What follows belongs to an exercise in optimizing a design on an open flow for small area and a short achievable clock period; a production flow would make more cautious choices.
Only simulation tests tie the RTL to the original design; equivalence was not proved.
Power is estimated from default activity; no workload was simulated.

==> flow/run.sh <==
#!/bin/bash
# The standard layout (standard.sh, unchanged synthesis and steps) with two
# placement/CTS options changed:
#  - port buffers are sky130_fd_sc_hd__buf_1 instead of the default pick
#  - clock tree built from clkbuf_4/clkbuf_8 without dummy loads
set -o pipefail
export BUFFER_PORTS_ARGS="-buffer_cell sky130_fd_sc_hd__buf_1"
export CTS_ARGS="-sink_clustering_enable -repair_clock_nets -dont_use_dummy_load -buf_list {sky130_fd_sc_hd__clkbuf_4 sky130_fd_sc_hd__clkbuf_8}"
bash standard.sh > standard.log 2>&1
status=$?
cp -r orfs/logs orfs_logs 2>/dev/null
exit $status
==> standard.sh <==
#!/bin/bash
# synth_recipe.tcl (not shown) runs the flow's synth.tcl, then flattens the netlist and writes it again
# the make line also repeats each setting of config.mk as NAME=value (left out here)
make -C /OpenROAD-flow-scripts/flow DESIGN_CONFIG=/design/flow/config.mk WORK_HOME=/design/flow/orfs CLKGATE_MAP_FILE= SYNTH_SCRIPT=/design/flow/synth_recipe.tcl "${@:-finish}"
==> config.mk <==
export PLATFORM = sky130hd
export DESIGN_NAME = sobel_conv_top
export DESIGN_NICKNAME = sobel_conv_top
export VERILOG_FILES = /design/flow/design.v
export SDC_FILE = /design/flow/constraint.sdc
export NUM_CORES = 4
export LEC_CHECK = 0
export CAP_MARGIN = 20
export CORE_MARGIN = 2
export CORE_UTILIZATION = 55
export PLACE_DENSITY = 0.8
export SETUP_SLACK_MARGIN = 3.75
export SLEW_MARGIN = 20
export SYNTH_HIERARCHICAL = 1
==> constraint.sdc <==
create_clock -name core_clock -period 7.0 [get_ports {clk_main_a0}]
set_input_delay 1.4000 -clock core_clock [delete_from_list [all_inputs] [get_ports {clk_main_a0}]]
set_output_delay 1.4000 -clock core_clock [all_outputs]
set_load 0.01 [all_outputs]
==> design.v <==
`timescale 1ns/1ns
module sobel_radd (
  input  logic        cin,      
  input  logic [10:2] g,
  input  logic [11:2] t,
  output logic [11:2] s
);
  logic w0;
  logic w1;
  logic w2;
  logic w3;
  logic w4;
  logic w5;
  logic w6;
  logic w7;
  logic w8;
  logic w9;
  logic w10;
  logic w11;
  logic w12;
  logic w13;
  logic w14;
  logic w15;
  logic w16;
  logic w17;
  logic w18;
  logic w19;
  logic w20;
  logic w21;
  logic w22;
  logic w23;
  logic w24;
  logic w25;
  logic w26;
  logic w27;
  logic w28;
  sobel_aoi21 u1 (.a(g[2]), .b(t[2]), .c(cin), .y(w0));
  sobel_aoi21 u2 (.a(g[4]), .b(t[4]), .c(g[3]), .y(w1));
  sobel_nand2 u3 (.a(t[4]), .b(t[3]), .y(w2));
  sobel_aoi21 u4 (.a(g[6]), .b(t[6]), .c(g[5]), .y(w3));
  sobel_nand2 u5 (.a(t[6]), .b(t[5]), .y(w4));
  sobel_aoi21 u6 (.a(g[8]), .b(t[8]), .c(g[7]), .y(w5));
  sobel_nand2 u7 (.a(t[8]), .b(t[7]), .y(w6));
  sobel_aoi21 u8 (.a(g[10]), .b(t[10]), .c(g[9]), .y(w7));
  sobel_nand2 u9 (.a(t[10]), .b(t[9]), .y(w8));
  sobel_inv u10 (.a(g[3]), .y(w9));
  sobel_inv u11 (.a(t[3]), .y(w10));
  sobel_oai21 u12 (.a(w9), .b(w10), .c(w0), .y(w11));
  sobel_oai21 u13 (.a(w1), .b(w2), .c(w0), .y(w12));
  sobel_inv u14 (.a(g[7]), .y(w13));
  sobel_inv u15 (.a(t[7]), .y(w14));
  sobel_oai21 u16 (.a(w13), .b(w14), .c(w3), .y(w15));
  sobel_nor2 u17 (.a(w14), .b(w4), .y(w16));
  sobel_oai21 u18 (.a(w5), .b(w6), .c(w3), .y(w17));
  sobel_nor2 u19 (.a(w6), .b(w4), .y(w18));
  sobel_aoi21 u20 (.a(g[5]), .b(t[5]), .c(w12), .y(w19));
  sobel_inv u21 (.a(w3), .y(w20));
  sobel_inv u22 (.a(w4), .y(w21));
  sobel_aoi21 u23 (.a(w20), .b(w21), .c(w12), .y(w22));
  sobel_aoi21 u24 (.a(w15), .b(w16), .c(w12), .y(w23));
  sobel_aoi21 u25 (.a(w17), .b(w18), .c(w12), .y(w24));
  sobel_inv u26 (.a(g[9]), .y(w25));
  sobel_inv u27 (.a(t[9]), .y(w26));
  sobel_oai21 u28 (.a(w25), .b(w26), .c(w24), .y(w27));
  sobel_oai21 u29 (.a(w7), .b(w8), .c(w24), .y(w28));
  logic [11:2] p;
  assign p = {t[11], t[10:2] & ~g};
  assign s[2] = p[2] ^ cin;
  assign s[3] = ~(p[3] ^ w0);    
  assign s[4] = p[4] ^ w11;
  assign s[5] = p[5] ^ w12;
  assign s[6] = ~(p[6] ^ w19);    
  assign s[7] = ~(p[7] ^ w22);    
  assign s[8] = ~(p[8] ^ w23);    
  assign s[9] = ~(p[9] ^ w24);    
  assign s[10] = p[10] ^ w27;
  assign s[11] = p[11] ^ w28;
endmodule
module sobel_inv (
  input  logic a,
  output logic y
);
  assign y = ~a;
endmodule
module sobel_aoi21 (
  input  logic a, b, c,
  output logic y
);
  assign y = ~(a | (b & c));
endmodule
module sobel_oai21 (
  input  logic a, b, c,
  output logic y
);
  assign y = ~(a & (b | c));
endmodule
module sobel_nand2 (
  input  logic a, b,
  output logic y
);
  assign y = ~(a & b);
endmodule
module sobel_nor2 (
  input  logic a, b,
  output logic y
);
  assign y = ~(a | b);
endmodule
module sobel_xor2 (
  input  logic a, b,
  output logic y
);
  assign y = a ^ b;
endmodule
`timescale 1ns/1ns
module sobel_conv_top (
  input  logic        clk_main_a0,
  input  logic        rst_main_n_sync,
  input  logic        awvalid,
  input  logic [31:0] awaddr,
  output logic        awready,
  input  logic        wvalid,
  input  logic [31:0] wdata,
  output logic        wready,
  output logic        bvalid,
  output logic [1:0]  bresp,
  input  logic        bready,
  input  logic        arvalid,
  input  logic [31:0] araddr,
  output logic        arready,
  output logic        rvalid,
  output logic [31:0] rdata,
  output logic [1:0]  rresp,
  input  logic        rready,
  input  logic [15:0] vdip,
  output logic [15:0] vled
);
  logic rst_n;
  assign rst_n = rst_main_n_sync;
  logic       w_wait;
  logic [3:0] w_code;     
  logic       aw_hs, w_hs;
  assign awready = ~(w_wait | bvalid);
  assign wready  = w_wait & wvalid;
  assign bresp   = 2'b00;
  assign aw_hs   = awvalid & awready;
  assign w_hs    = wready;
  function automatic logic [3:0] wr_code(input logic [31:0] a);
    logic low_ok;
    low_ok = (a[31:7] == 25'd0) && (a[1:0] == 2'b00);
    if (low_ok && !a[6] && (a[5:2] == 4'd0 || a[5:2] == 4'd4 || a[5:2] == 4'd5 ||
        a[5:2] == 4'd6 || a[5:2] == 4'd7 || a[5:2] == 4'd9 || a[5:2] == 4'd10 ||
        a[5:2] == 4'd11 || a[5:2] == 4'd12))
      wr_code = a[5:2];
    else if (low_ok && a[6:2] == 5'b10000)
      wr_code = 4'd1;
    else
      wr_code = 4'd2;
  endfunction
  always_ff @(posedge clk_main_a0) begin
    if (!rst_n) begin
      w_wait <= 1'b0;
      bvalid <= 1'b0;
    end else begin
      if (w_wait) w_wait <= ~wvalid;
      else        w_wait <= aw_hs;
      if (bvalid) bvalid <= ~bready;
      else        bvalid <= w_hs;
    end
  end
  always_ff @(posedge clk_main_a0) begin
    if (aw_hs) w_code <= wr_code(awaddr);
  end
  logic [11:0] p0, p2, n6, n8;
  logic [10:0] n1, n3, p5, p7;
  logic        mode_nz, mode_z;    
  logic [15:0] scratch;
  logic [15:0] wd;
  logic [11:0] wdn;
  assign wd  = wdata[15:0] & {16{rst_n}};
  assign wdn = ~wd[11:0];
  logic we_p0, we_p1, we_p2, we_p3, we_p5, we_p6, we_p7, we_p8, we_mode, we_scr;
  assign we_scr  = ~rst_n | (w_hs && w_code == 4'd0);
  assign we_mode = ~rst_n | (w_hs && w_code == 4'd1);
  assign we_p0   = ~rst_n | (w_hs && w_code == 4'd4);
  assign we_p1   = ~rst_n | (w_hs && w_code == 4'd5);
  assign we_p2   = ~rst_n | (w_hs && w_code == 4'd6);
  assign we_p3   = ~rst_n | (w_hs && w_code == 4'd7);
  assign we_p5   = ~rst_n | (w_hs && w_code == 4'd9);
  assign we_p6   = ~rst_n | (w_hs && w_code == 4'd10);
  assign we_p7   = ~rst_n | (w_hs && w_code == 4'd11);
  assign we_p8   = ~rst_n | (w_hs && w_code == 4'd12);
  always_ff @(posedge clk_main_a0) begin
    if (we_scr)  scratch <= wd;
    if (we_mode) mode_nz <= rst_n & (|wdata);
    if (we_mode) mode_z  <= ~(rst_n & (|wdata));
    if (we_p0)   p0 <= wd[11:0];
    if (we_p1)   n1 <= wdn[10:0];
    if (we_p2)   p2 <= wd[11:0];
    if (we_p3)   n3 <= wdn[10:0];
    if (we_p5)   p5 <= wd[10:0];
    if (we_p6)   n6 <= wdn[11:0];
    if (we_p7)   p7 <= wd[10:0];
    if (we_p8)   n8 <= wdn[11:0];
  end
  logic [11:0] m, x, ny;
  logic [10:0] u, nv;
  assign m  = {12{mode_z}};
  assign x  = p2 ^ m;
  assign ny = n6 ^ m;
  assign u  = ~(mode_nz ? n1 : n3);
  assign nv = ~(mode_nz ? p7 : p5);
  logic [11:0] a0, a1, a2, a3, a4, a5;
  logic [11:0] s1, c1, s2, c2, s3, c3, s4, c4;
  logic [11:0] c1s, c2s, c3s, c4s;
  assign a0 = p0;
  assign a1 = n8;
  assign a2 = x;
  assign a3 = ny;
  assign a4 = {u, 1'b0};
  assign a5 = {nv, 1'b0};
  assign c1s = {c1[10:0], 1'b1};
  assign c2s = {c2[10:0], 1'b1};
  assign c3s = {c3[10:0], 1'b1};
  assign c4s = {c4[10:0], 1'b1};
  sobel_fa u_fa1_0 (.a(a0[0]), .b(a1[0]), .c(a2[0]), .s(s1[0]), .co(c1[0]));
  assign s2[0] = a3[0];
  assign c2[0] = 1'b0;
  assign s3[0] = ~(s1[0] ^ s2[0]);
  assign c3[0] = s1[0] | s2[0];
  assign s4[0] = s3[0];
  assign c4[0] = 1'b1;
  for (genvar i = 1; i < 11; i++) begin : g_csa
    sobel_fa u_fa1 (.a(a0[i]), .b(a1[i]),  .c(a2[i]),  .s(s1[i]), .co(c1[i]));
    sobel_fa u_fa2 (.a(a3[i]), .b(a4[i]),  .c(a5[i]),  .s(s2[i]), .co(c2[i]));
    sobel_fa u_fa3 (.a(c1s[i]), .b(s1[i]), .c(s2[i]),  .s(s3[i]), .co(c3[i]));
    if (i == 1) begin : g_ha
      assign s4[i] = s3[i] ^ c3s[i];
      assign c4[i] = s3[i] & c3s[i];
    end else begin : g_fa
      sobel_fa u_fa4 (.a(c2s[i]), .b(c3s[i]), .c(s3[i]), .s(s4[i]), .co(c4[i]));
    end
  end
  assign c1[11] = 1'b0;
  assign c2[11] = 1'b0;
  assign c3[11] = 1'b0;
  assign c4[11] = 1'b0;
  logic [11:0] res_t;
  logic [10:2] res_g;
  logic        res_c2;
  logic x11a, x11b, x11c, x11d, x11e, x11f, x11g, x11h;
  sobel_xor2 u_x11a (.a(a0[11]), .b(a1[11]), .y(x11a));
  sobel_xor2 u_x11b (.a(a2[11]), .b(a3[11]), .y(x11b));
  sobel_xor2 u_x11c (.a(a4[11]), .b(a5[11]), .y(x11c));
  sobel_xor2 u_x11d (.a(x11a),   .b(x11b),   .y(x11d));
  sobel_xor2 u_x11e (.a(x11d),   .b(x11c),   .y(x11e));
  sobel_xor2 u_x11f (.a(c1[10]), .b(c2[10]), .y(x11f));
  sobel_xor2 u_x11g (.a(x11e),   .b(x11f),   .y(x11g));
  sobel_xor2 u_x11h (.a(x11g),   .b(c3[10]), .y(x11h));
  sobel_xor2 u_x11i (.a(x11h),   .b(c4[10]), .y(res_t[11]));
  assign res_t[0]    = ~s4[0];
  assign res_t[1]    = ~(s4[1] ^ s4[0]);
  assign res_c2      = s4[1] | s4[0];
  assign res_t[10:2] = s4[10:2] | c4s[10:2];
  assign res_g       = s4[10:2] & c4s[10:2];
  logic        rd_pend, rd_res;
  logic        ar_hs;
  logic        r_dead;      
  logic [15:0] r_t;
  logic [10:2] r_g;
  logic        r_c2;
  assign arready = ~(rd_pend | rvalid);
  assign ar_hs   = arvalid & arready;
  assign rresp   = 2'b00;
  logic ar_is0, ar_is4;
  assign ar_is0 = (araddr == 32'h0);
  assign ar_is4 = (araddr == 32'h4);
  always_ff @(posedge clk_main_a0) begin
    if (!rst_n) begin
      rd_pend <= 1'b0;
      rvalid  <= 1'b0;
    end else begin
      rd_pend <= ar_hs;
      if (rvalid) rvalid <= ~rready;
      else        rvalid <= rd_pend;
    end
  end
  always_ff @(posedge clk_main_a0) begin
    rd_res <= ar_hs & ar_is0;
    if (ar_hs) begin
      r_dead <= ~(ar_is0 | ar_is4);
      r_t    <= ar_is4 ? scratch : 16'hBEEF;
      r_g    <= '0;
      r_c2   <= 1'b0;
    end else if (rd_res) begin
      r_t    <= {4'b0, res_t};
      r_g    <= res_g;
      r_c2   <= res_c2;
    end
  end
  logic [11:0] sum_lo;
  assign sum_lo[1:0] = r_t[1:0];
  sobel_radd u_radd (.cin(r_c2), .g(r_g), .t(r_t[11:2]), .s(sum_lo[11:2]));
  assign rdata = {r_dead ? 16'hDEAD : 16'h0000, r_t[15:12], sum_lo};
  logic [15:0] dip_meta, led_pre_n;    
  logic        rst_i;
  logic [15:0] vled_d;
  assign rst_i = ~rst_n;
  for (genvar i = 0; i < 16; i++) begin : g_vled
    sobel_nor2 u_vled_d (.a(led_pre_n[i]), .b(rst_i), .y(vled_d[i]));
  end
  always_ff @(posedge clk_main_a0) begin
    dip_meta  <= vdip;
    led_pre_n <= ~(scratch & dip_meta & {16{rst_n}});
    vled      <= vled_d;
  end
endmodule
module sobel_fa (
  input  logic a,
  input  logic b,
  input  logic c,
  output logic s,
  output logic co
);
  assign s  = a ^ b ^ c;
  assign co = (a & b) | (a & c) | (b & c);
endmodule
==> impl_results.rst, run 1 <==
.. list-table::
   :header-rows: 1

   * - Metric
     - Value
   * - Run status
     - complete, no violations
   * - Setup Skew
     - 0.0246 ns
   * - Total half-perimeter wirelength after legalization and detailed placement
     - 12700 um
   * - Buf+Inv Stages, Crit Path
     - 3
   * - Share of the clock period used by the worst path
     - 45.6%
   * - Kind of end point of the critical path
     - output port
   * - Total placed instance area
     - 9070 um^2
   * - Final worst path period need
     - 3.19 ns
   * - # Max-Cap Violations
     - 0
   * - Slew at the pin closest to its max-slew limit
     - 0.916 ns
   * - Unrepaired setup endpoints after global routing
     - true
   * - Antenna cell count
     - 0
   * - Fraction of layout instances using a drive strength above 1
     - 9.31%
   * - Largest area contributor in the netlist
     - sky130_fd_sc_hd__edfxtp_1
   * - Synth top area share
     - 47.1%
   * - Drt pass-1 iters
     - 5
   * - Sequential fraction of the synthesis area
     - 62.1%
   * - Final Hold Vio Count
     - 0
   * - Count of endpoints failing setup in the final report
     - 0
   * - Total Die Area
     - 16200 um^2
   * - CP max stage delay
     - 0.13 ns
   * - YS warnings
     - 7
   * - Avg Vias per Cell
     - 5.40
   * - DR iter-0 viols
     - 511
   * - Pin count of the biggest net entering global routing
     - 45
   * - Launching element type of the critical path
     - input port
   * - Die extent in y
     - 127 um
   * - Final weighted congestion in routability-driven placement
     - 0.860
   * - Crit path max-delay cell type
     - sky130_fd_sc_hd__buf_1
   * - Global-route usage over all layers
     - 21.7%
   * - Floorplan core area
     - 15000 um^2
   * - TritonCTS clock tree
     - built
   * - Placement Setup Slack
     - 3.75 ns
   * - Hold Path Cell Cnt
     - 1
   * - Synthesized flop and latch total
     - 194
   * - Final setup slack of the worst path
     - 3.81 ns
   * - Sum of negative setup slack
     - 0 ns
   * - Number of global-route vias before repair
     - 5399
   * - Max-slew headroom
     - 38.9%
   * - CTS H-Tree Depth
     - 4
   * - Later-pin clock latency in the skew report
     - 0.45 ns
   * - Depth of the worst register-to-register path
     - 7
   * - Setup CP Type
     - input port to output port
   * - Maximum buffer depth of the clock tree
     - 2
   * - Data arrival time at the worst-slack endpoint
     - 1.79 ns
   * - Worst ir drop on vdd
     - 0.150 mV
   * - Die X
     - 127 um
   * - Logic depth of the worst setup path including buffers
     - 4
   * - Final non-filler cell area
     - 9420 um^2
   * - Detailed-route wire length per cell
     - 17.7 um
   * - Placement row count
     - 45
   * - Synth area leaders
     - sky130_fd_sc_hd__edfxtp_1, sky130_fd_sc_hd__dfxtp_1, sky130_fd_sc_hd__fa_1
   * - Req. time, crit path
     - 5.60 ns
   * - Fmax
     - 0.313 GHz
   * - Count of clock tree sinks
     - 194
   * - Clock-pin slew reported for the worst setup and hold paths after clock tree synthesis
     - 0.09 ns
   * - Final WL
     - 17000 um
   * - Number of design rule violations left after detail routing
     - 0
   * - P per Cell Area
     - 254 nW/um^2
   * - Starting density of the core
     - 55.6%
   * - Fillcell total
     - 1154
   * - Final Net Count
     - 937
   * - Port-buffer cells
     - 166
   * - Synthesized instance count
     - 609
   * - ANT nets after route
     - 0
   * - Total leakage power
     - 3.46 nW
   * - TritonCTS Buffers
     - 17
   * - Post-synth EDFFs
     - 131
   * - Top-level port count
     - 176
   * - Primary FF master, synth
     - sky130_fd_sc_hd__edfxtp_1
   * - Vias after detailed routing
     - 5193
   * - Wire length of the first global-routing pass
     - 26300 um
   * - Cells traversed along the worst timing path
     - buf_1 > nand2_2 > inv_1 > buf_2
   * - Grt ovf
     - 0
   * - Distinct cell type count after synthesis
     - 42
   * - Largest driver fanout on the critical path
     - 4
   * - Number of antenna violations at the first check in global routing
     - 0
   * - Family with the most delay on the worst path
     - buffers and inverters
   * - Kind of path behind the tightest hold check
     - flop to flop
   * - FFs w/ async S/R, synth
     - 0%
   * - Average cell area after synthesis
     - 13.7 um^2
   * - Root buffer cell
     - sky130_fd_sc_hd__clkbuf_8
   * - Max-slew violation count
     - 0
   * - Cell area after synthesis
     - 8360 um^2
   * - Layout overhead on the synthesized area
     - 12.7%
## worst reg2reg max path, delay by kind of cell (launching register included)
family          cells  cell delay [ns]
compound gates      1             0.07
xor+xnor            1             0.27
fa+ha+maj           3             1.48
buf+inv             1             0.38
flops               1             0.33
simple gates        1             0.23
## placed cells by master, fill, tap and decap left out, types with 6 or more instances in the layout
master,n
sky130_fd_sc_hd__buf_1,161
sky130_fd_sc_hd__edfxtp_1,131
sky130_fd_sc_hd__dfxtp_1,63
sky130_fd_sc_hd__inv_1,42
sky130_fd_sc_hd__fa_1,40
sky130_fd_sc_hd__xor2_1,34
sky130_fd_sc_hd__nor2_1,32
sky130_fd_sc_hd__nand3_1,31
sky130_fd_sc_hd__mux2i_1,22
sky130_fd_sc_hd__nand2_1,21
sky130_fd_sc_hd__nor4_1,20
sky130_fd_sc_hd__clkbuf_8,17
sky130_fd_sc_hd__a21oi_1,16
sky130_fd_sc_hd__buf_4,16
sky130_fd_sc_hd__nand2b_1,12
sky130_fd_sc_hd__nor3_1,10
sky130_fd_sc_hd__a31oi_1,9
sky130_fd_sc_hd__o21ai_0,9
sky130_fd_sc_hd__conb_1,9
sky130_fd_sc_hd__o21ai_1,7
sky130_fd_sc_hd__a21oi_2,6
## where the power goes
part | total (mW) | internal (mW) | switching (mW)
clock | 0.533 | 0.215 | 0.318
sequential | 1.35 | 1.31 | 0.0376
combinational | 0.510 | 0.220 | 0.290
total | 2.39 | 1.74 | 0.645
## path summary, 6_finish.rpt
path,start,endpoint,slack [ns]
max,wvalid,wready,3.81
min,led_pre_n[1],vled[1],0.38
max reg2reg,mode_z,r_t[9],3.96
min reg2reg,led_pre_n[1],vled[1],0.38
## flip-flops by register name, indices dropped and copies added, names as in the netlist
register	flops
p7	11
r_t	16
w_code	4
r_c2	1
dip_meta	16
n6	12
rd_pend	1
n1	11
vled	16
n3	11
r_dead	1
r_g	9
scratch	16
rvalid	1
w_wait	1
p5	11
mode_nz	1
p2	12
mode_z	1
bvalid	1
n8	12
led_pre_n	16
p0	12
rd_res	1
## modules after synthesis (local to each module, per instance)
module	copies in the design	cell area, um^2
sobel_conv_top	1	7020
sobel_nor2	18	3.75
sobel_radd	1	241
sobel_nand2	4	3.75
sobel_fa	40	20.0
sobel_oai21	6	5.00
sobel_inv	8	3.75
sobel_xor2	9	8.76
sobel_aoi21	9	8.76
## stage by stage
step	total power [mW]	utilization, %	instances	hold slack (ns)
2_1_floorplan	1.70	-	617	0.363
3_3_place_gp	1.84	60.3	938	0.364
3_5_place_dp	1.87	60.4	938	0.367
4_1_cts	2.39	62.2	958	0.375
5_1_grt	2.50	62.6	961	0.373
6_report	2.39	62.6	961	0.376
## synth_stat cells (16+ instances only)
library cell / instances
sky130_fd_sc_hd__a21oi_1: 16
sky130_fd_sc_hd__buf_4: 26
sky130_fd_sc_hd__mux2i_1: 22
sky130_fd_sc_hd__xor2_1: 34
sky130_fd_sc_hd__nand2_1: 22
sky130_fd_sc_hd__fa_1: 40
sky130_fd_sc_hd__nand3_1: 31
sky130_fd_sc_hd__edfxtp_1: 131
sky130_fd_sc_hd__dfxtp_1: 63
sky130_fd_sc_hd__inv_1: 42
sky130_fd_sc_hd__nor2_1: 32
sky130_fd_sc_hd__nor4_1: 20
## repair_timing
action	in CTS	in global routing
pin swaps	2	5
setup buffers	3	3
setup endpoints to repair	8	6
gates resized for setup	4	14
hold buffers	0	0
## cell type report
cell class,instances,area (um^2),area share [%]
clock buffer,17,234,2.48
inverter,42,158,1.67
multi-input combinational,336,2820,30.0
sequential,194,5190,55.2
tap,188,235,2.50
timing repair buffer,184,772,8.20
## cell families (layout without fill, tap and decap cells)
group | count (synthesis) | in the layout | synth area share (%)
xor+xnor | 44 | 44 | 4.97
other cells | 1 | 9 | 0.0449
fa+ha+maj | 43 | 43 | 10.0
flops | 194 | 194 | 62.1
compound gates | 60 | 60 | 4.40
buf+inv | 87 | 243 | 5.16
simple gates | 157 | 157 | 10.5
mux | 23 | 23 | 2.77
## routing by layer
layer,global-route usage (%),vias up,part of all wire [%]
li1,-,2408,-
met2,38.1,241,52
met4,8.53,0,2.3
met1,26.2,2513,38
met5,0,-,0
met3,4.56,31,7.3
==> run 2, diff against run 1 <==
--- a/config.mk
+++ b/config.mk
@@ -9,6 +9,6 @@
 export CORE_MARGIN = 2
 export CORE_UTILIZATION = 55
 export PLACE_DENSITY = 0.8
-export SETUP_SLACK_MARGIN = 3.75
+export SETUP_SLACK_MARGIN = 3.85
 export SLEW_MARGIN = 20
 export SYNTH_HIERARCHICAL = 1
==> run 2 against run 1 <==
Compared with the run above: still clean on timing, DRC and antenna; die area unchanged; critical path depth unchanged; hold slack worse by 0.0021 ns; via count up 0.17%; count of clock-buffer cells in the layout unchanged; synthesized cell count unchanged; power up 0.25%; fmax up 2.3%; combinational power up 1%; register-to-register slack better by 0.04 ns; global-route usage up 0.14 points; critical path type unchanged; critical endpoint unchanged.
==> impl_results.rst, run 2 <==
.. list-table::
   :header-rows: 1

   * - Metric
     - Value
   * - Number of global-route vias before repair
     - 5444 (+0.83%)
   * - DR iter-0 viols
     - 529 (+3.5%)
   * - Total leakage power
     - 3.49 nW (+0.84%)
   * - Largest area contributor in the netlist
     - sky130_fd_sc_hd__edfxtp_1
   * - Sum of negative setup slack
     - 0 ns (unchanged)
   * - Leading cell type in the layout, fill and taps excluded
     - sky130_fd_sc_hd__buf_1
   * - Instance count after placement with tap cells included
     - 938 (unchanged)
   * - Data arrival time at the worst-slack endpoint
     - 1.72 ns (-0.07 ns)
   * - Pin count of the biggest net entering global routing
     - 45 (unchanged)
   * - Launching element type of the critical path
     - input port
   * - Grt ovf
     - 0 (unchanged)
   * - Share of power burned in combinational logic
     - 21.6% (+0.3 points)
   * - Kind of path behind the tightest hold check
     - flop to flop
   * - Unrepaired setup endpoints after global routing
     - true
   * - Clock-pin slew reported for the worst setup and hold paths after clock tree synthesis
     - 0.09 ns (about the same)
   * - Most common cell in the synthesized netlist
     - sky130_fd_sc_hd__edfxtp_1
   * - Final non-filler cell area
     - 9480 um^2 (+0.69%)
   * - Sw power
     - 0.646 mW (+0.18%)
   * - Sequential Power Share
     - 56.2% (-0.2 points)
   * - # Max-Cap Violations
     - 0 (unchanged)
   * - Sequential fraction of the synthesis area
     - 62.1% (unchanged)
   * - Root buffer cell
     - sky130_fd_sc_hd__clkbuf_8
   * - Vias after detailed routing
     - 5202 (+0.17%)
   * - Total half-perimeter wirelength after legalization and detailed placement
     - 12700 um (unchanged)
   * - Synth top area share
     - 47.1% (unchanged)
   * - Later-pin clock latency in the skew report
     - 0.46 ns (about the same)
   * - Power Internal
     - 1.75 mW (+0.27%)
   * - Post-synth EDFFs
     - 131 (unchanged)
   * - Slew at the pin closest to its max-slew limit
     - 0.918 ns (+0.00199 ns)
   * - Final Net Count
     - 941 (+0.43%)
   * - Starting density of the core
     - 55.6% (unchanged)
   * - Primary FF master, synth
     - sky130_fd_sc_hd__edfxtp_1
   * - Fraction of layout instances using a drive strength above 1
     - 10.7% (+1.4 points)
   * - Number of antenna violations at the first check in global routing
     - 0 (unchanged)
   * - Fillcell total
     - 1135 (-1.6%)
   * - Utilization after layout
     - 63.1% (+0.43 points)
   * - Kind of end point of the critical path
     - output port
   * - Run status
     - complete, no violations
   * - ANT nets after route
     - 0 (unchanged)
   * - Floorplan core area
     - 15000 um^2 (unchanged)
   * - Average cell area after synthesis
     - 13.7 um^2 (unchanged)
   * - Detailed-route wire length per cell
     - 17.7 um (-0.21%)
   * - Synth area leaders
     - sky130_fd_sc_hd__edfxtp_1, sky130_fd_sc_hd__dfxtp_1, sky130_fd_sc_hd__fa_1
   * - Final Hold Vio Count
     - 0 (unchanged)
   * - Die extent in y
     - 127 um (unchanged)
   * - Distinct cell type count after synthesis
     - 42 (unchanged)
   * - Count of endpoints failing setup in the final report
     - 0 (unchanged)
   * - Total Die Area
     - 16200 um^2 (unchanged)
   * - Clk network pwr share
     - 22.2% (about the same)
   * - Top cell types by occurrence after synthesis
     - sky130_fd_sc_hd__edfxtp_1, sky130_fd_sc_hd__dfxtp_1, sky130_fd_sc_hd__inv_1, sky130_fd_sc_hd__fa_1, sky130_fd_sc_hd__xor2_1
   * - Max-slew headroom
     - 38.7% (-0.13 points)
   * - Fmax
     - 0.320 GHz (+2.3%)
   * - TritonCTS clock tree
     - built
   * - Maximum buffer depth of the clock tree
     - 2 (unchanged)
   * - Setup Skew
     - 0.0245 ns (-0.000186 ns)
   * - Total placed instance area
     - 9070 um^2 (unchanged)
   * - Net Sw Frac
     - 27.0% (about the same)
   * - Setup CP Type
     - input port to output port
   * - Largest driver fanout on the critical path
     - 3 (-1)
   * - P per Cell Area
     - 253 nW/um^2 (-0.44%)
   * - Final worst path period need
     - 3.12 ns (-0.0715 ns)
   * - Req. time, crit path
     - 5.60 ns (about the same)
   * - Share of the clock period used by the worst path
     - 44.6% (-1.0 points)
   * - Die X
     - 127 um (unchanged)
   * - CTS H-Tree Depth
     - 4 (unchanged)
   * - Final weighted congestion in routability-driven placement
     - 0.860 (unchanged)
   * - Commonest cells after routing, fill and taps aside
     - sky130_fd_sc_hd__buf_1, sky130_fd_sc_hd__edfxtp_1, sky130_fd_sc_hd__dfxtp_1
   * - TritonCTS Buffers
     - 17 (unchanged)
   * - YS warnings
     - 7 (unchanged)
   * - Global-route usage over all layers
     - 21.8% (+0.14 points)
   * - Wire length of the first global-routing pass
     - 26500 um (+0.71%)
   * - Placement row count
     - 45 (unchanged)
   * - Synthesized instance count
     - 609 (unchanged)
   * - Top-level port count
     - 176 (unchanged)
   * - Layout overhead on the synthesized area
     - 13.4%
   * - Avg Vias per Cell
     - 5.39 (-0.24%)
   * - Synthesized flop and latch total
     - 194 (unchanged)
   * - Count of clock tree sinks
     - 194 (unchanged)
   * - Number of design rule violations left after detail routing
     - 0 (unchanged)
   * - Port-buffer cells
     - 166 (unchanged)
   * - Worst ir drop on vdd
     - 0.151 mV (+0.90%)
   * - Drt pass-1 iters
     - 5 (unchanged)
   * - FFs w/ async S/R, synth
     - 0% (unchanged)
   * - Final WL
     - 17100 um (+0.21%)
   * - Finished Layout Cells
     - 965 (+0.42%)
   * - Antenna cell count
     - 0 (unchanged)
   * - Max-slew violation count
     - 0 (unchanged)
   * - Cell area after synthesis
     - 8360 um^2 (unchanged)
run 2: path summary, 6_finish.rpt:
path	from	endpoint	slack [ns]	cells after the start
worst min register to register	led_pre_n[1]	vled[1]	0.37	1
worst min-delay path	led_pre_n[1]	vled[1]	0.37	1
worst max register to register	mode_nz	r_t[9]	4.00	7
worst max-delay path	wvalid	wready	3.88	4
run 2: layout make-up:
class / count / area, um^2 / share of cell area, %
sequential: 194 / 5200 / 54.8
tap: 188 / 235 / 2.48
inverter: 42 / 158 / 1.66
clock buffer: 17 / 234 / 2.47
multi-input combinational: 336 / 2840 / 30.0
timing repair buffer: 188 / 818 / 8.63
run 2: per-module statistics from Yosys (local to each module, per instance), excerpt:
| module | cells inside | times used | flops+latches | cell area [um^2] |
|---|---|---|---|---|
| sobel_fa | 1 | 40 | 0 | 20.0 |
| sobel_nor2 | 1 | 18 | 0 | 3.75 |
| sobel_nand2 | 1 | 4 | 0 | 3.75 |
| sobel_inv | 1 | 8 | 0 | 3.75 |
| sobel_oai21 | 1 | 6 | 0 | 5.00 |
| sobel_aoi21 | 1 | 9 | 0 | 8.76 |
run 2: cell families (layout without fill, tap and decap cells):
group | after synthesis | after routing | share of synthesized area, %
AOI/OAI and AO/OA | 60 | 60 | 4.40
xor gates and xnor gates | 44 | 44 | 4.97
adders and majority gates | 43 | 43 | 10.0
buffers and inverters | 87 | 247 | 5.16
DFF | 194 | 194 | 62.1
muxes | 23 | 23 | 2.77
other | 1 | 9 | 0.0449
and+or+nand+nor | 157 | 157 | 10.5
run 2: what timing repair did:
action	in CTS	in global routing
resized for setup	16	11
pin swaps	6	10
buffers inserted	7	3
endpoints found under the setup margin	8	13
hold buffers	0	0
run 2: through the flow:
| step | worst slack [ns] | hold WS (ns) | power (mW) |
|---|---|---|---|
| finish | 3.88 | 0.374 | 2.40 |
| global route | 3.80 | 0.373 | 2.51 |
| CTS | 3.85 | 0.375 | 2.39 |
| detailed placement | 3.75 | 0.367 | 1.87 |
| global placement | 3.56 | 0.364 | 1.84 |
| floorplan | 3.94 | 0.363 | 1.70 |
run 2: power by group through the flow:
stage	clock (mW)	sequential [mW]	combinational, mW
2_1_floorplan	0	1.36	0.339
3_3_place_gp	0	1.37	0.467
3_5_place_dp	0	1.37	0.490
4_1_cts	0.541	1.35	0.506
5_1_grt	0.578	1.35	0.579
6_report	0.532	1.35	0.517
run 2: worst max-delay path: stages:
cell	delay, ns
sky130_fd_sc_hd__buf_6	0.10
sky130_fd_sc_hd__nand2_2	0.06
sky130_fd_sc_hd__inv_1	0.04
sky130_fd_sc_hd__buf_2	0.12
run 2: per-layer routing:
metal / global-route usage, % / vias to the layer above / wire, um
li1: - / 2412 / -
met1: 26.3 / 2510 / 6530
met2: 38.5 / 246 / 8890
met3: 4.56 / 34 / 1240
met4: 8.53 / 0 / 406
met5: 0 / - / 0
==> run 3, diff against run 2 <==
--- a/config.mk
+++ b/config.mk
@@ -7,8 +7,8 @@
 export LEC_CHECK = 0
 export CAP_MARGIN = 20
 export CORE_MARGIN = 2
-export CORE_UTILIZATION = 55
-export PLACE_DENSITY = 0.8
+export CORE_UTILIZATION = 60
+export PLACE_DENSITY = 0.85
 export SETUP_SLACK_MARGIN = 3.85
 export SLEW_MARGIN = 20
 export SYNTH_HIERARCHICAL = 1
==> run 3 against run 2 <==
Compared with the run above: still clean; fmax down 2.4%; critical path depth up 2; setup slack lost 0.076 ns; die area is 8.1% lower; largest cell class unchanged.
==> impl_results.rst, run 3 <==
.. list-table::
   :header-rows: 1

   * - Metric
     - Value
   * - Cells traversed along the worst timing path
     - a21oi_2 > o21ai_4 > a21oi_4 > o21ai_1 > xor2_1 > buf_2
   * - Floorplan core area
     - 13700 um^2 (-8.7%)
   * - Number of antenna violations at the first check in global routing
     - 0 (unchanged)
   * - Final Net Count
     - 939 (-0.21%)
   * - Finished Layout Cells
     - 955 (-1.0%)
   * - Setup Skew
     - 0.0229 ns (-0.00155 ns)
   * - Fmax
     - 0.313 GHz (-2.4%)
   * - Starting density of the core
     - 60.9% (+5.3 points)
   * - Synthesized flop and latch total
     - 194 (unchanged)
   * - Final Hold Vio Count
     - 0 (unchanged)
   * - Count of endpoints failing setup in the final report
     - 0 (unchanged)
   * - Distinct cell type count after synthesis
     - 42 (unchanged)
   * - Placement row count
     - 43 (-4.4%)
   * - Kind of path behind the tightest hold check
     - flop to flop
   * - Sum of negative setup slack
     - 0 ns (unchanged)
   * - Number of design rule violations left after detail routing
     - 0 (unchanged)
   * - TritonCTS Buffers
     - 17 (unchanged)
   * - Die extent in y
     - 122 um (-4.1%)
   * - Layout overhead on the synthesized area
     - 12.9%
   * - Buf+Inv Stages, Crit Path
     - 1 (-2)
   * - Drt pass-1 iters
     - 5 (unchanged)
   * - Die X
     - 122 um (-4.1%)
   * - Cell area after synthesis
     - 8360 um^2 (unchanged)
   * - Run status
     - complete, no violations
   * - Total leakage power
     - 3.48 nW (-0.33%)
   * - Largest driver fanout on the critical path
     - 3 (unchanged)
   * - Avg Vias per Cell
     - 5.53 (+2.6%)
   * - Final weighted congestion in routability-driven placement
     - 0.823 (-4.3%)
   * - Synth top area share
     - 47.1% (unchanged)
   * - Launching element type of the critical path
     - flop
   * - Most common cell in the synthesized netlist
     - sky130_fd_sc_hd__edfxtp_1
   * - Maximum buffer depth of the clock tree
     - 2 (unchanged)
   * - Worst ir drop on vdd
     - 0.135 mV (-11%)
   * - Count of clock tree sinks
     - 194 (unchanged)
   * - Utilization after layout
     - 68.8% (+5.7 points)
   * - Detailed-route wire length per cell
     - 18.2 um (+3.0%)
   * - Clock-pin slew reported for the worst setup and hold paths after clock tree synthesis
     - 0.08 ns (about the same)
   * - Final WL
     - 17400 um (+2.0%)
   * - Fraction of layout instances using a drive strength above 1
     - 9.81% (-0.88 points)
   * - Instance count after placement with tap cells included
     - 929 (-0.96%)
   * - ANT nets after route
     - 0 (unchanged)
   * - Share of the clock period used by the worst path
     - 45.7% (+1.1 points)
   * - YS warnings
     - 7 (unchanged)
   * - Number of global-route vias before repair
     - 5415 (-0.53%)
   * - Commonest cells after routing, fill and taps aside
     - sky130_fd_sc_hd__buf_1, sky130_fd_sc_hd__edfxtp_1, sky130_fd_sc_hd__dfxtp_1
   * - Unrepaired setup endpoints after global routing
     - true
   * - Data arrival time at the worst-slack endpoint
     - 1.80 ns (+0.08 ns)
   * - Antenna cell count
     - 0 (unchanged)
   * - Worst-case hold slack
     - 0.378 ns (+0.00369 ns)
   * - P per Cell Area
     - 253 nW/um^2 (+0.11%)
   * - Global-route usage over all layers
     - 24.6% (+2.8 points)
   * - Later-pin clock latency in the skew report
     - 0.46 ns (about the same)
   * - Max-slew headroom
     - 35.9% (-2.9 points)
   * - Leading cell type in the layout, fill and taps excluded
     - sky130_fd_sc_hd__buf_1
   * - CTS H-Tree Depth
     - 4 (unchanged)
   * - Pin count of the biggest net entering global routing
     - 45 (unchanged)
   * - Final worst path period need
     - 3.20 ns (+0.0763 ns)
   * - CP max stage delay
     - 0.44 ns (+0.32 ns)
   * - Kind of end point of the critical path
     - output port
   * - Crit path max-delay cell type
     - sky130_fd_sc_hd__edfxtp_1
   * - Req. time, crit path
     - 5.60 ns (about the same)
   * - Grt ovf
     - 0 (unchanged)
   * - Largest area contributor in the netlist
     - sky130_fd_sc_hd__edfxtp_1
   * - Root buffer cell
     - sky130_fd_sc_hd__clkbuf_8
   * - Setup CP Type
     - flop to output port
   * - DR iter-0 viols
     - 340 (-36%)
   * - Top-level port count
     - 176 (unchanged)
   * - Post-synth EDFFs
     - 131 (unchanged)
   * - Average cell area after synthesis
     - 13.7 um^2 (unchanged)
   * - Total placed instance area
     - 9050 um^2 (-0.25%)
   * - Primary FF master, synth
     - sky130_fd_sc_hd__edfxtp_1
   * - # Max-Cap Violations
     - 0 (unchanged)
   * - FFs w/ async S/R, synth
     - 0% (unchanged)
   * - TritonCTS clock tree
     - built
   * - Total half-perimeter wirelength after legalization and detailed placement
     - 12900 um (+1.7%)
   * - Total Die Area
     - 14900 um^2 (-8.1%)
   * - Max-slew violation count
     - 0 (unchanged)
   * - Vias after detailed routing
     - 5283 (+1.6%)
   * - Sequential fraction of the synthesis area
     - 62.1% (unchanged)
   * - Wire length of the first global-routing pass
     - 26800 um (+1.0%)
   * - Top cell types by occurrence after synthesis
     - sky130_fd_sc_hd__edfxtp_1, sky130_fd_sc_hd__dfxtp_1, sky130_fd_sc_hd__inv_1, sky130_fd_sc_hd__fa_1, sky130_fd_sc_hd__xor2_1
   * - Family with the most delay on the worst path
     - compound AO/OA/AOI/OAI gates
   * - Overall power
     - 2.39 mW (-0.37%)
   * - Final non-filler cell area
     - 9440 um^2 (-0.49%)
   * - Synthesized instance count
     - 609 (unchanged)
   * - Port-buffer cells
     - 166 (unchanged)
   * - Placement Setup Slack
     - 3.73 ns (-0.0156 ns)
   * - Slew at the pin closest to its max-slew limit
     - 0.956 ns (+0.0375 ns)
   * - Synth area leaders
     - sky130_fd_sc_hd__edfxtp_1, sky130_fd_sc_hd__dfxtp_1, sky130_fd_sc_hd__fa_1
   * - Final setup slack of the worst path
     - 3.80 ns (-0.0763 ns)
## run 3: per-module statistics from Yosys (local to each module, per instance)
module,flip-flops and latches,area (um^2),times used
sobel_conv_top,194,7020,1
sobel_radd,0,241,1
sobel_fa,0,20.0,40
sobel_aoi21,0,8.76,9
sobel_xor2,0,8.76,9
sobel_oai21,0,5.00,6
sobel_inv,0,3.75,8
sobel_nand2,0,3.75,4
sobel_nor2,0,3.75,18
## run 3: layer usage
layer	global-route usage (%)	vias up	part of all wire (%)	wire, um
met2	43.2	287	52	9080
met1	28.5	2544	36	6300
met5	0	-	0	0
met3	5.66	43	8.3	1450
met4	12.0	0	3.3	582
li1	-	2409	-	-
## run 3: power by group
part / switching, mW / leakage [nW] / internal, mW / total (mW)
clock: 0.316 / 0.122 / 0.215 / 0.531
sequential: 0.0387 / 1.77 / 1.31 / 1.35
combinational: 0.287 / 1.59 / 0.220 / 0.507
total: 0.642 / 3.48 / 1.74 / 2.39
## run 3: kinds of logic after synthesis
kind of cell,after synthesis,synth area share (%)
other cells,1,0.0449
fa+ha+maj,43,10.0
mux,23,2.77
buf+inv,87,5.16
flops,194,62.1
simple gates,157,10.5
compound gates,60,4.40
xor+xnor,44,4.97
## run 3: final timing paths
check,from,endpoint,slack (ns),cells after the start
worst max register to register,mode_nz,r_t[5],3.94,7
worst max-delay path,r_t[4],rdata[11],3.80,6
worst min register to register,led_pre_n[3],vled[3],0.38,1
worst min-delay path,led_pre_n[3],vled[3],0.38,1
## run 3: timing repair
action / 4_1_cts / 5_1_grt
resized for setup: 16 / 7
pin swaps: 8 / 5
hold buffers: 0 / 0
buffers inserted: 5 / 3
setup endpoints to repair: 8 / 15
endpoints found under the hold margin: 0 / 0
## run 3: final cells by class
type                            count  area [um^2]
Clock buffer                       17          234
Fill cell                         953         4280
Inverter                           42          158
Multi-Input combinational cell    336         2820
Sequential cell                   194         5200
Tap cell                          180          225
Timing Repair Buffer              186          803
==> run 4, diff against run 3 <==
--- a/flow/run.sh
+++ b/flow/run.sh
@@ -5,7 +5,7 @@
 #  - clock tree built from clkbuf_4/clkbuf_8 without dummy loads
 set -o pipefail
 export BUFFER_PORTS_ARGS="-buffer_cell sky130_fd_sc_hd__buf_1"
-export CTS_ARGS="-sink_clustering_enable -repair_clock_nets -dont_use_dummy_load -buf_list {sky130_fd_sc_hd__clkbuf_4 sky130_fd_sc_hd__clkbuf_8}"
+export CTS_ARGS="-sink_clustering_enable -repair_clock_nets -dont_use_dummy_load -sink_buffer_max_cap_derate 1.0 -buf_list {sky130_fd_sc_hd__clkbuf_4 sky130_fd_sc_hd__clkbuf_8}"
 bash standard.sh > standard.log 2>&1
 status=$?
 cp -r orfs/logs orfs_logs 2>/dev/null
--- a/config.mk
+++ b/config.mk
@@ -7,8 +7,8 @@
 export LEC_CHECK = 0
 export CAP_MARGIN = 20
 export CORE_MARGIN = 2
-export CORE_UTILIZATION = 60
-export PLACE_DENSITY = 0.85
+export CORE_UTILIZATION = 55
+export PLACE_DENSITY = 0.8
 export SETUP_SLACK_MARGIN = 3.85
 export SLEW_MARGIN = 20
 export SYNTH_HIERARCHICAL = 1
==> run 4 against run 3 <==
Compared with the run above: still clean on timing, DRC and antenna; synthesized cell count unchanged; hold slack lost 0.0029 ns; utilization shrank 5.7 points; cell count is 1.3% higher; area after synthesis did not move; design area is 0.56% higher; non-clock buffer count increased by 4; setup slack worse by 0.049 ns; clock power is 1% lower; die area is 8.8% higher; highest routed layer unchanged.
==> impl_results.rst, run 4 <==
.. list-table::
   :header-rows: 1

   * - Metric
     - Value
   * - Final Net Count
     - 943 (+0.43%)
   * - Sw power
     - 0.647 mW (+0.79%)
   * - Die X
     - 127 um (+4.3%)
   * - Total half-perimeter wirelength after legalization and detailed placement
     - 12700 um (-1.7%)
   * - Post-synth EDFFs
     - 131 (unchanged)
   * - Final Hold Vio Count
     - 0 (unchanged)
   * - Number of antenna violations at the first check in global routing
     - 0 (unchanged)
   * - Cells traversed along the worst timing path
     - a21oi_4 > o21ai_4 > buf_6 > a21oi_4 > xnor2_2 > buf_2
   * - Setup Skew
     - 0.0233 ns (+0.000343 ns)
   * - Clock-pin slew reported for the worst setup and hold paths after clock tree synthesis
     - 0.09 ns (about the same)
   * - Clk network pwr share
     - 21.9% (-0.3 points)
   * - Kind of end point of the critical path
     - output port
   * - Port-buffer cells
     - 166 (unchanged)
   * - Layout overhead on the synthesized area
     - 13.5%
   * - Net Sw Frac
     - 27.0% (+0.15 points)
   * - Data arrival time at the worst-slack endpoint
     - 1.85 ns (+0.05 ns)
   * - TritonCTS clock tree
     - built
   * - Count of endpoints failing setup in the final report
     - 0 (unchanged)
   * - Cell area after synthesis
     - 8360 um^2 (unchanged)
   * - Most Frequent Cell on Critical Path
     - sky130_fd_sc_hd__a21oi_4
   * - ANT nets after route
     - 0 (unchanged)
   * - Pin count of the biggest net entering global routing
     - 45 (unchanged)
   * - End of the worst hold path
     - vled[1]
   * - Destination of the worst register-to-register timing path
     - r_t[9]
   * - Sum of negative setup slack
     - 0 ns (unchanged)
   * - P per Cell Area
     - 252 nW/um^2 (-0.34%)
   * - Die extent in y
     - 127 um (+4.3%)
   * - Leading cell type in the layout, fill and taps excluded
     - sky130_fd_sc_hd__buf_1
   * - Primary FF master, synth
     - sky130_fd_sc_hd__edfxtp_1
   * - Drt pass-1 iters
     - 5 (unchanged)
   * - # Max-Cap Violations
     - 0 (unchanged)
   * - TritonCTS Buffers
     - 17 (unchanged)
   * - CTS H-Tree Depth
     - 4 (unchanged)
   * - CP max stage delay
     - 0.44 ns (about the same)
   * - Fraction of layout instances using a drive strength above 1
     - 10.9% (+1.1 points)
   * - Number of design rule violations left after detail routing
     - 0 (unchanged)
   * - Hold Path Origin
     - led_pre_n[1]
   * - Synthesized instance count
     - 609 (unchanged)
   * - Avg Vias per Cell
     - 5.41 (-2.1%)
   * - Commonest cells after routing, fill and taps aside
     - sky130_fd_sc_hd__buf_1, sky130_fd_sc_hd__edfxtp_1, sky130_fd_sc_hd__dfxtp_1
   * - Share of the clock period used by the worst path
     - 46.4% (+0.69 points)
   * - Share of power burned in combinational logic
     - 21.8% (+0.5 points)
   * - Later-pin clock latency in the skew report
     - 0.59 ns (+0.13 ns)
   * - Final worst path period need
     - 3.25 ns (+0.0486 ns)
   * - Req. time, crit path
     - 5.60 ns (about the same)
   * - Largest area contributor in the netlist
     - sky130_fd_sc_hd__edfxtp_1
   * - Grt ovf
     - 0 (unchanged)
   * - Final WL
     - 17100 um (-1.9%)
   * - Top cell types by occurrence after synthesis
     - sky130_fd_sc_hd__edfxtp_1, sky130_fd_sc_hd__dfxtp_1, sky130_fd_sc_hd__inv_1, sky130_fd_sc_hd__fa_1, sky130_fd_sc_hd__xor2_1
   * - Total Die Area
     - 16200 um^2 (+8.8%)
   * - Setup CP Type
     - flop to output port
   * - Run status
     - complete, no violations
   * - Global-route usage over all layers
     - 21.8% (-2.8 points)
   * - Maximum buffer depth of the clock tree
     - 2 (unchanged)
   * - Buf+Inv Stages, Crit Path
     - 2 (+1)
   * - Family with the most delay on the worst path
     - flip-flops
   * - Synth area leaders
     - sky130_fd_sc_hd__edfxtp_1, sky130_fd_sc_hd__dfxtp_1, sky130_fd_sc_hd__fa_1
   * - Sequential Power Share
     - 56.3% (-0.2 points)
   * - Count of clock tree sinks
     - 194 (unchanged)
   * - Wire length of the first global-routing pass
     - 26500 um (-1.1%)
   * - Starting density of the core
     - 55.6% (-5.3 points)
   * - Vias after detailed routing
     - 5236 (-0.89%)
   * - Most common cell in the synthesized netlist
     - sky130_fd_sc_hd__edfxtp_1
   * - Slew at the pin closest to its max-slew limit
     - 0.925 ns (-0.0307 ns)
   * - Root buffer cell
     - sky130_fd_sc_hd__clkbuf_4
   * - Unrepaired setup endpoints after global routing
     - true
   * - Max-slew violation count
     - 0 (unchanged)
   * - Top-level port count
     - 176 (unchanged)
   * - Worst ir drop on vdd
     - 0.135 mV (about the same)
   * - Total leakage power
     - 3.50 nW (+0.62%)
   * - Synthesized flop and latch total
     - 194 (unchanged)
   * - Fmax
     - 0.308 GHz (-1.5%)
   * - Largest driver fanout on the critical path
     - 4 (+1)
   * - Crit path max-delay cell type
     - sky130_fd_sc_hd__edfxtp_1
   * - Depth of the worst register-to-register path
     - 7 (unchanged)
   * - Detailed-route wire length per cell
     - 17.7 um (-3.1%)
   * - Hold Path Cell Cnt
     - 1 (unchanged)
   * - Antenna cell count
     - 0 (unchanged)
   * - Floorplan core area
     - 15000 um^2 (+9.6%)
   * - FFs w/ async S/R, synth
     - 0% (unchanged)
   * - Worst r2r src
     - mode_z
   * - Max-slew headroom
     - 38.3% (+2.4 points)
   * - YS warnings
     - 7 (unchanged)
   * - Placement row count
     - 45 (+4.7%)
   * - Average cell area after synthesis
     - 13.7 um^2 (unchanged)
   * - Sequential fraction of the synthesis area
     - 62.1% (unchanged)
   * - Instance count after placement with tap cells included
     - 938 (+0.97%)
   * - Synth top area share
     - 47.1% (unchanged)
   * - Final weighted congestion in routability-driven placement
     - 0.860 (+4.5%)
   * - Kind of path behind the tightest hold check
     - flop to flop
   * - Finished Layout Cells
     - 967 (+1.3%)
   * - Launching element type of the critical path
     - flop
   * - DR iter-0 viols
     - 481 (+41%)
   * - Distinct cell type count after synthesis
     - 42 (unchanged)
   * - Power Internal
     - 1.75 mW (about the same)
   * - Number of global-route vias before repair
     - 5436 (+0.39%)
   * - Register-to-register setup slack
     - 4.04 ns (+0.10 ns)
## run 4: changes by cell type in the layout (fill, tap and decap cells not counted), moves of 2 or more
| cell | before | now |
|---|---|---|
| sky130_fd_sc_hd__buf_2 | 7 | 9 |
| sky130_fd_sc_hd__buf_4 | 17 | 21 |
| sky130_fd_sc_hd__clkbuf_8 | 18 | 16 |
| sky130_fd_sc_hd__buf_1 | 158 | 156 |
## run 4: layout make-up
| cell class | instances | area (um^2) |
|---|---|---|
| fillers | 1132 | 5540 |
| flip-flops and latches | 194 | 5200 |
| repair buffers | 190 | 837 |
| clock buffers | 17 | 228 |
| multi-input cells | 336 | 2840 |
| inverters | 42 | 158 |
| well taps | 188 | 235 |
## run 4: through the flow
stage	setup WS (ns)	utilization, %	hold WS (ns)	cell area (um^2)	power (mW)
5_1_grt	3.64	63.1	0.373	9490	2.51
2_1_floorplan	3.94	-	0.363	8390	1.70
4_1_cts	3.71	62.6	0.375	9410	2.39
6_report	3.75	63.1	0.375	9490	2.39
3_3_place_gp	3.56	60.3	0.364	9070	1.84
3_5_place_dp	3.75	60.4	0.367	9070	1.87
## run 4: power groups by stage
stage	registers, mW	logic [mW]	clock network [mW]
6_report	1.35	0.521	0.525
5_1_grt	1.35	0.583	0.571
4_1_cts	1.35	0.507	0.533
3_5_place_dp	1.37	0.490	0
3_3_place_gp	1.37	0.467	0
2_1_floorplan	1.36	0.339	0
## run 4: per-module statistics from Yosys (local to each module, per instance)
module / copies in the design / cell area, um^2 / cells
sobel_oai21: 6 / 5.00 / 1
sobel_inv: 8 / 3.75 / 1
sobel_aoi21: 9 / 8.76 / 1
sobel_nor2: 18 / 3.75 / 1
sobel_radd: 1 / 241 / 19
sobel_fa: 40 / 20.0 / 1
sobel_xor2: 9 / 8.76 / 1
sobel_conv_top: 1 / 7020 / 496
sobel_nand2: 4 / 3.75 / 1
## run 4: timing repair
action,in CTS,in global routing
resized for setup,20,7
hold buffers,0,0
gates cloned,0,0
setup endpoints to repair,9,15
buffers inserted,7,5
pin swaps,9,3
## run 4: worst reg2reg max path: stages (launching register included)
cell                       delay, ns
sky130_fd_sc_hd__edfxtp_1       0.38
sky130_fd_sc_hd__buf_6          0.23
sky130_fd_sc_hd__xor2_1         0.22
sky130_fd_sc_hd__fa_1           0.58
sky130_fd_sc_hd__fa_1           0.44
sky130_fd_sc_hd__fa_1           0.52
sky130_fd_sc_hd__nor3_1         0.23
sky130_fd_sc_hd__a31oi_1        0.07
## run 4: logic make-up after synthesis
group	Yosys count	synth area share [%]
flip-flops	194	62.1
AND/OR/NAND/NOR	157	10.5
buffers and inverters	87	5.16
AO/OA/AOI/OAI	60	4.40
XOR/XNOR	44	4.97
adder cells (fa/ha/maj)	43	10.0
multiplexers	23	2.77
other	1	0.0449
## run 4: how the worst max path moves through the flow
stage	startpoint	end	slack, ns	cells past startpoint
6_report	r_t[2]	rdata[8]	3.75	6
5_1_grt	r_t[6]	rdata[8]	3.64	6
4_1_cts	r_t[2]	rdata[11]	3.71	6
3_5_place_dp	wvalid	wready	3.75	4
3_3_place_gp	araddr[5]	r_t[7]	3.56	5
2_1_floorplan	wvalid	n6[0]	3.94	3
## run 4: routing by layer
layer	GRT usage, %	vias to the layer above	share of wire [%]
met5	0	-	0
met4	8.53	0	2.2
met3	4.69	31	7.4
met2	38.5	248	52
met1	26.3	2541	38
li1	-	2416	-

[separate check: timing with driven ports]
In the flow no input, the clock included, has a driving cell. The finished layouts below were timed again as built, in two steps. Step 1 (the two cells are an assumption about what drives the block):
set clk [get_ports {clk_main_a0}]
set_driving_cell -lib_cell sky130_fd_sc_hd__clkbuf_16 $clk
set_driving_cell -lib_cell sky130_fd_sc_hd__buf_2 [delete_from_list [all_inputs] $clk]
Step 2 adds t to the input delays and takes it off the output delays; t is the mean of the earliest and latest rising clock arrival at the registers after step 1. Input paths then give back, and output paths get back, about the clock's delay inside the block. Three values: no drivers, after step 1, after step 2; two values: the first two.
| run | t, ns | slack for setup (ns) | worst setup path at the end | worst slew at a driven data input, ns |
|---|---|---|---|---|
| run 1 | 0.476 | 3.808 / 3.770 / 3.770 | input to output | 0.05 |
| run 2 | 0.480 | 3.879 / 3.838 / 3.803 | input to register | 0.05 |
| run 3 | 0.488 | 3.803 / 3.769 / 3.834 | input to output | 0.04 |
| run 4 | 0.617 | 3.754 / 3.723 / 3.798 | input to register | 0.05 |
After both steps setup and hold are still met in every run listed. The setup slack of run 2, which loses most, moves by -0.041 ns with the drivers and by -0.076 ns with both steps.
